Source: an optimization exercise on an open RTL-to-GDS flow (aim: small area, a short achievable clock period and few clock cycles per item). Production flows keep margins and buffers that such runs may drop. In this exercise RTL edits were held to simulation tests only and were not proved equivalent to the original. Power and IR drop assume default switching activity.

## alpha
==> flow/design.v (excerpt) <==
module glyph_atlas_shelf_packer_writer_unit (
    input  logic                 i_clk,
    input  logic                 i_rst_n,
    input  logic                 i_cfg_we,
    input  logic                 i_cfg_index,
    input  logic [12:0]          i_cfg_data,
    input  logic                 i_in_valid,
    output logic                 o_in_ready,
    input  logic [61:0]          i_in_word,
    output logic                 o_out_valid,
    input  logic                 i_out_ready,
    output logic [64:0]          o_out_word
);
For scale: about 3100 cells after synthesis, ~310 flip-flops, roughly 150 I/O pins, about 27000 um^2 of cells after synthesis.
make LEC_CHECK=0 CAP_MARGIN=20 CORE_MARGIN=2 CORE_UTILIZATION=65 PLACE_DENSITY=0.75 SETUP_SLACK_MARGIN=5 SLEW_MARGIN=20 finish   # period 12.0 ns
run.sh (not shown) runs the stock make flow with config.mk's settings and CLKGATE_MAP_FILE= SYNTH_SCRIPT=/design/flow/synth_recipe.tcl, a recipe that flattens the netlist after the stock synthesis.
Testbench counts of alpha, summed over its fixed seeds: cycles 10,363, items 10,331.
## Diff of input files: beta against alpha
==> flow/flow/run.sh (new file) <==
#!/bin/bash
# Standard layout, with the port buffers made of buf_4 cells instead of
# the cell buffer_ports picks by default.
set -euo pipefail
bash standard.sh "BUFFER_PORTS_ARGS=-buffer_cell sky130_fd_sc_hd__buf_4" finish > standard_flow.log 2>&1
==> flow/standard.sh (new file) <==
#!/bin/bash
# synth_recipe.tcl (not shown) runs the flow's synth.tcl, then flattens the netlist and writes it again
# the make line also repeats each setting of config.mk as NAME=value (left out here)
make -C /OpenROAD-flow-scripts/flow DESIGN_CONFIG=/design/flow/config.mk WORK_HOME=/design/flow/orfs CLKGATE_MAP_FILE= SYNTH_SCRIPT=/design/flow/synth_recipe.tcl "${@:-finish}"
--- a/flow/config.mk
+++ b/flow/config.mk
@@ -10,2 +10 @@
-export CORE_UTILIZATION = 65
-export PLACE_DENSITY = 0.75
+export CORE_UTILIZATION = 40
removed: flow/run.sh
Findings:
Compared with alpha, beta shows post-layout total power lower by about 0.3%. Compared beta against alpha; hold slack within noise. beta ends up with a post-route minimum period that is 270 ps lower than in alpha. Share of the clock period used by the worst path after layout was higher in alpha than in beta. Summary — final area, beta relative to alpha: higher, by about 0.7%. Compared with alpha, beta shows overall via count from detail_route lower by 1457. Setup skew after layout, alpha and beta: smaller value in alpha.
For gamma, these inputs were changed with respect to beta:
==> flow/run.sh (new file) <==
#!/bin/bash
# synth_recipe.tcl (not shown) runs the flow's synth.tcl, then flattens the netlist and writes it again
# the make line also repeats each setting of config.mk as NAME=value (left out here)
make -C /OpenROAD-flow-scripts/flow DESIGN_CONFIG=/design/flow/config.mk WORK_HOME=/design/flow/orfs CLKGATE_MAP_FILE= SYNTH_SCRIPT=/design/flow/synth_recipe.tcl finish
--- a/flow/config.mk
+++ b/flow/config.mk
@@ -10 +10 @@
-export CORE_UTILIZATION = 40
+export CORE_UTILIZATION = 65
removed: flow/flow/run.sh
removed: flow/standard.sh
gamma: flow completed, timing, DRC and antenna clean. Met3 wire length: gamma vs beta up 53%. Delta (gamma minus beta): met3 routing resource usage after global routing now sits higher, number of endpoints failing setup at the final stage now sits at about the same level, global routing usage summed across all routing layers now sits higher. For gamma, the type of the worst setup path was input port to output pin, unlike beta, where it was register to register.

Setup of v54:
Another version of the RTL of glyph_atlas_shelf_packer_writer_unit (not shown whole).
Size: ~3200 cells after synthesis, ~370 flip-flops, about 150 I/O pins.
Settings: LEC_CHECK=0, CAP_MARGIN=20, CORE_MARGIN=2, CORE_UTILIZATION=60, CTS_BUF_LIST=sky130_fd_sc_hd__clkbuf_8, SETUP_SLACK_MARGIN=5, SLEW_MARGIN=20; clock period 12.0 ns.
standard.sh (not shown) runs the stock make flow with config.mk's settings and CLKGATE_MAP_FILE= SYNTH_SCRIPT=/design/flow/synth_recipe.tcl, a recipe that flattens the netlist after the stock synthesis.
==> flow/flow/run.sh <==
#!/bin/bash
set -euo pipefail
bash standard.sh "BUFFER_PORTS_ARGS=-buffer_cell sky130_fd_sc_hd__buf_2" SETUP_SLACK_MARGIN=6.2 finish > standard_flow.log 2>&1
Per the final summary, v54 finished and its layout is clean on timing, DRC and antenna.
Testbench counts of v54, summed over its fixed seeds: cycles 10,363, items 10,331.
What v3 does differently from v54 at the input level:
==> flow/flow/run.sh <==
#!/bin/bash
set -euo pipefail
bash standard.sh "BUFFER_PORTS_ARGS=-buffer_cell sky130_fd_sc_hd__buf_2" SETUP_SLACK_MARGIN=5.6 finish > standard_flow.log 2>&1
--- outcome ---
- v3: all stages complete, timing, DRC and antenna checks passed
- Post-route met1 wirelength: v3 vs v54 — no meaningful difference
- A critical path launch point of r_c4$_DFFE_PN_ is what v3 shows, while i_in_word[4] belongs to v54.
- v54 has higher via count than v3.
- Higher share of total power consumed by net switching was reported by v54, not v3.
- v54 → v3: TritonCTS buffer count shows an increase of 1.5%; final critical-path share of the clock period shows an increase of 3.4 points; clock-cell share of area shows an increase of 0.24 points; fraction of power consumed by combinational cells shows a reduction of 0.6 points; setup slack shows a reduction of 410 ps.
- Violation count after the first detailed-route iteration shrinks by more than 10% when moving from v54 to v3.
- Summary of v3 over v54: clock group power went up, total routed wirelength went down.
- Of the two values seen for classification of the worst setup path, in -> reg was produced by v54 and reg -> out by v3.
### v3 -> v51
==> flow/flow/run.sh <==
#!/bin/bash
set -euo pipefail
bash standard.sh "BUFFER_PORTS_ARGS=-buffer_cell sky130_fd_sc_hd__buf_2" SETUP_SLACK_MARGIN=6.8 finish > standard_flow.log 2>&1
-- flow/config.mk --
<<< v3, line 9
export CORE_MARGIN = 2
export CORE_UTILIZATION = 60
export CTS_BUF_LIST = sky130_fd_sc_hd__clkbuf_8
>>> v51, line 9
export CORE_MARGIN = 2
export CORE_UTILIZATION = 75
export CTS_BUF_LIST = sky130_fd_sc_hd__clkbuf_8
[summary]
Measured against each other, v3 and v51 differ in signed area change from the synthesized netlist to the final layout, the higher figure coming from v51. Compared with v3, power attributed to the clock group in v51 decreased by a little under 10%. v51 gives more routed wire length than v3 did. Number of antenna violations at the first check in global routing, v3 and v51: smaller value in v3. The first-iteration DRC count reported for v51 is greater than that of v3 by 150%. v51 gives less cell count along the critical path than v3 did. v3 -> v51: fmax increased by more than 10%. v3 → v51: number of well-tap cells placed now smaller; slack of the critical path picked up an extra 670 ps. v51: cell count 2.2% below v3. The final setup violation count on v3 is in line with that on v51.
Relative to v51, the following input files were edited for v19:
==> flow/run.sh (new file) <==
#!/bin/bash
# synth_recipe.tcl (not shown) runs the flow's synth.tcl, then flattens the netlist and writes it again
# the make line also repeats each setting of config.mk as NAME=value (left out here)
make -C /OpenROAD-flow-scripts/flow DESIGN_CONFIG=/design/flow/config.mk WORK_HOME=/design/flow/orfs CLKGATE_MAP_FILE= SYNTH_SCRIPT=/design/flow/synth_recipe.tcl finish
-- flow/config.mk --
<<< v51, line 9
export CORE_MARGIN = 2
export CORE_UTILIZATION = 75
export CTS_BUF_LIST = sky130_fd_sc_hd__clkbuf_8
export SETUP_SLACK_MARGIN = 5
>>> v19, line 9
export CORE_MARGIN = 2
export CORE_UTILIZATION = 40
export SETUP_SLACK_MARGIN = 5
removed: flow/flow/run.sh
removed: flow/standard.sh
--- outcome ---
Row routed wire length: v19 lower / v51 higher. Re fraction of layout instances using a drive strength above 1: v19 is 9.0 points down on v51. The net count reported at finish in v19 sits about 2.3% below the value recorded for v51. Compared with v51, in v19 smallest setup slack after layout now sits lower, area growth from synthesis to layout now larger, post-layout instance area went up about 1.1%, non-clock buffer area fraction after layout rose 0.35 points.
For v30, these inputs were changed with respect to v19:
==> flow/flow/run.sh (new file) <==
#!/bin/bash
set -euo pipefail
bash standard.sh "BUFFER_PORTS_ARGS=-buffer_cell sky130_fd_sc_hd__buf_2" SETUP_SLACK_MARGIN=7 finish > standard_flow.log 2>&1
==> flow/standard.sh (new file) <==
#!/bin/bash
# synth_recipe.tcl (not shown) runs the flow's synth.tcl, then flattens the netlist and writes it again
# the make line also repeats each setting of config.mk as NAME=value (left out here)
make -C /OpenROAD-flow-scripts/flow DESIGN_CONFIG=/design/flow/config.mk WORK_HOME=/design/flow/orfs CLKGATE_MAP_FILE= SYNTH_SCRIPT=/design/flow/synth_recipe.tcl "${@:-finish}"
-- flow/config.mk --
<<< v19, line 9
export CORE_MARGIN = 2
export CORE_UTILIZATION = 40
export SETUP_SLACK_MARGIN = 5
>>> v30, line 9
export CORE_MARGIN = 2
export CORE_UTILIZATION = 60
export CTS_BUF_LIST = sky130_fd_sc_hd__clkbuf_8
export SETUP_SLACK_MARGIN = 5
removed: flow/run.sh
==> run notes <==
Clock-pin slew of the registers on the worst-case setup and hold paths: v30 vs v19 — no meaningful difference
Changes observed in v30 relative to v19: global-route usage picked up an extra 15 points, clock network fraction of design power saw a decrease.
Power (v30 / v19): 1.07
| final period utilization | v30 vs v19 | 10 points lower |
Die area: v30 better than v19
Wire length (v30 / v19): 1.14
Across both runs, transition time at the pin with the least slew margin was higher for v30 than for v19.
On first-pass GRT wire length: v30 sits above v19.
The following lists how v46 was set up differently from v30:
==> flow/flow/run.sh <==
#!/bin/bash
set -euo pipefail
bash standard.sh "BUFFER_PORTS_ARGS=-buffer_cell sky130_fd_sc_hd__buf_4" SETUP_SLACK_MARGIN=6.2 finish > standard_flow.log 2>&1
-- flow/config.mk --
<<< v30, line 10
export CORE_UTILIZATION = 60
export CTS_BUF_LIST = sky130_fd_sc_hd__clkbuf_8
export SETUP_SLACK_MARGIN = 5
>>> v46, line 10
export CORE_UTILIZATION = 60
export SETUP_SLACK_MARGIN = 5
[summary]
Diff v46 and v30: largest fanout of any net on the critical path lower in v30
v46 vs. v30: worst slack after detailed placement now smaller, global routing usage on met1 now smaller, first-pass GRT wire length now smaller, fraction of standard cell area in multi-input logic now larger, met2 capacity usage during global routing now smaller.
| via count | v46 vs v30 | about 5% lower |
Taking v30 as the reference, in v46 leakage power figure now smaller, global-route usage now smaller.
Looking at v46 and v30, the number of cells after detailed placement is a wash.
Total power of v46 is lower than that of v30.

[what the ideal ports hide]
No port has a modelled driver above. Below, the same layouts with a new extraction and two added sets of constraints.
Step 1: set_driving_cell puts a clkbuf_16 on i_clk and a buf_2 on each other input, an assumption about the parent block.
Step 2 moves the port delays by t, midway between the first and last clock arrival at a register: inputs arrive t later, outputs are due t later. That takes back most of the time a late clock gives input paths.
Three values: ideal ports, drivers, drivers and shift; two values: the first two.
run	t, ns	setup WS [ns]	hold slack, ns	worst data-port slew with drivers (ns)	pins driven straight from the clock port
alpha	0.615	5.090 / 5.059 / 4.717	0.419 / 0.419 / 0.419	0.04	1
beta	0.631	5.357 / 5.332 / 5.144	0.418 / 0.418 / 0.418	0.04	1
gamma	0.600	5.093 / 5.061 / 4.779	0.415 / 0.415 / 0.415	0.05	1
v54	0.689	6.362 / 6.369 / 5.702	0.437 / 0.437 / 0.437	0.05	1
v3	0.691	5.948 / 5.893 / 5.467	0.424 / 0.424 / 0.424	0.04	1
v51	0.694	6.617 / 6.581 / 6.058	0.429 / 0.429 / 0.429	0.06	1
v19	0.643	5.347 / 5.316 / 5.135	0.418 / 0.418 / 0.418	0.06	1
v30	0.716	6.582 / 6.505 / 6.145	0.403 / 0.403 / 0.403	0.11	1
v46	0.627	6.340 / 6.309 / 5.796	0.418 / 0.418 / 0.418	0.05	1
After both steps every run listed still meets setup and hold. For v54, which loses most, drivers alone change the setup slack by +0.007 ns; drivers and shift together by -0.660 ns.
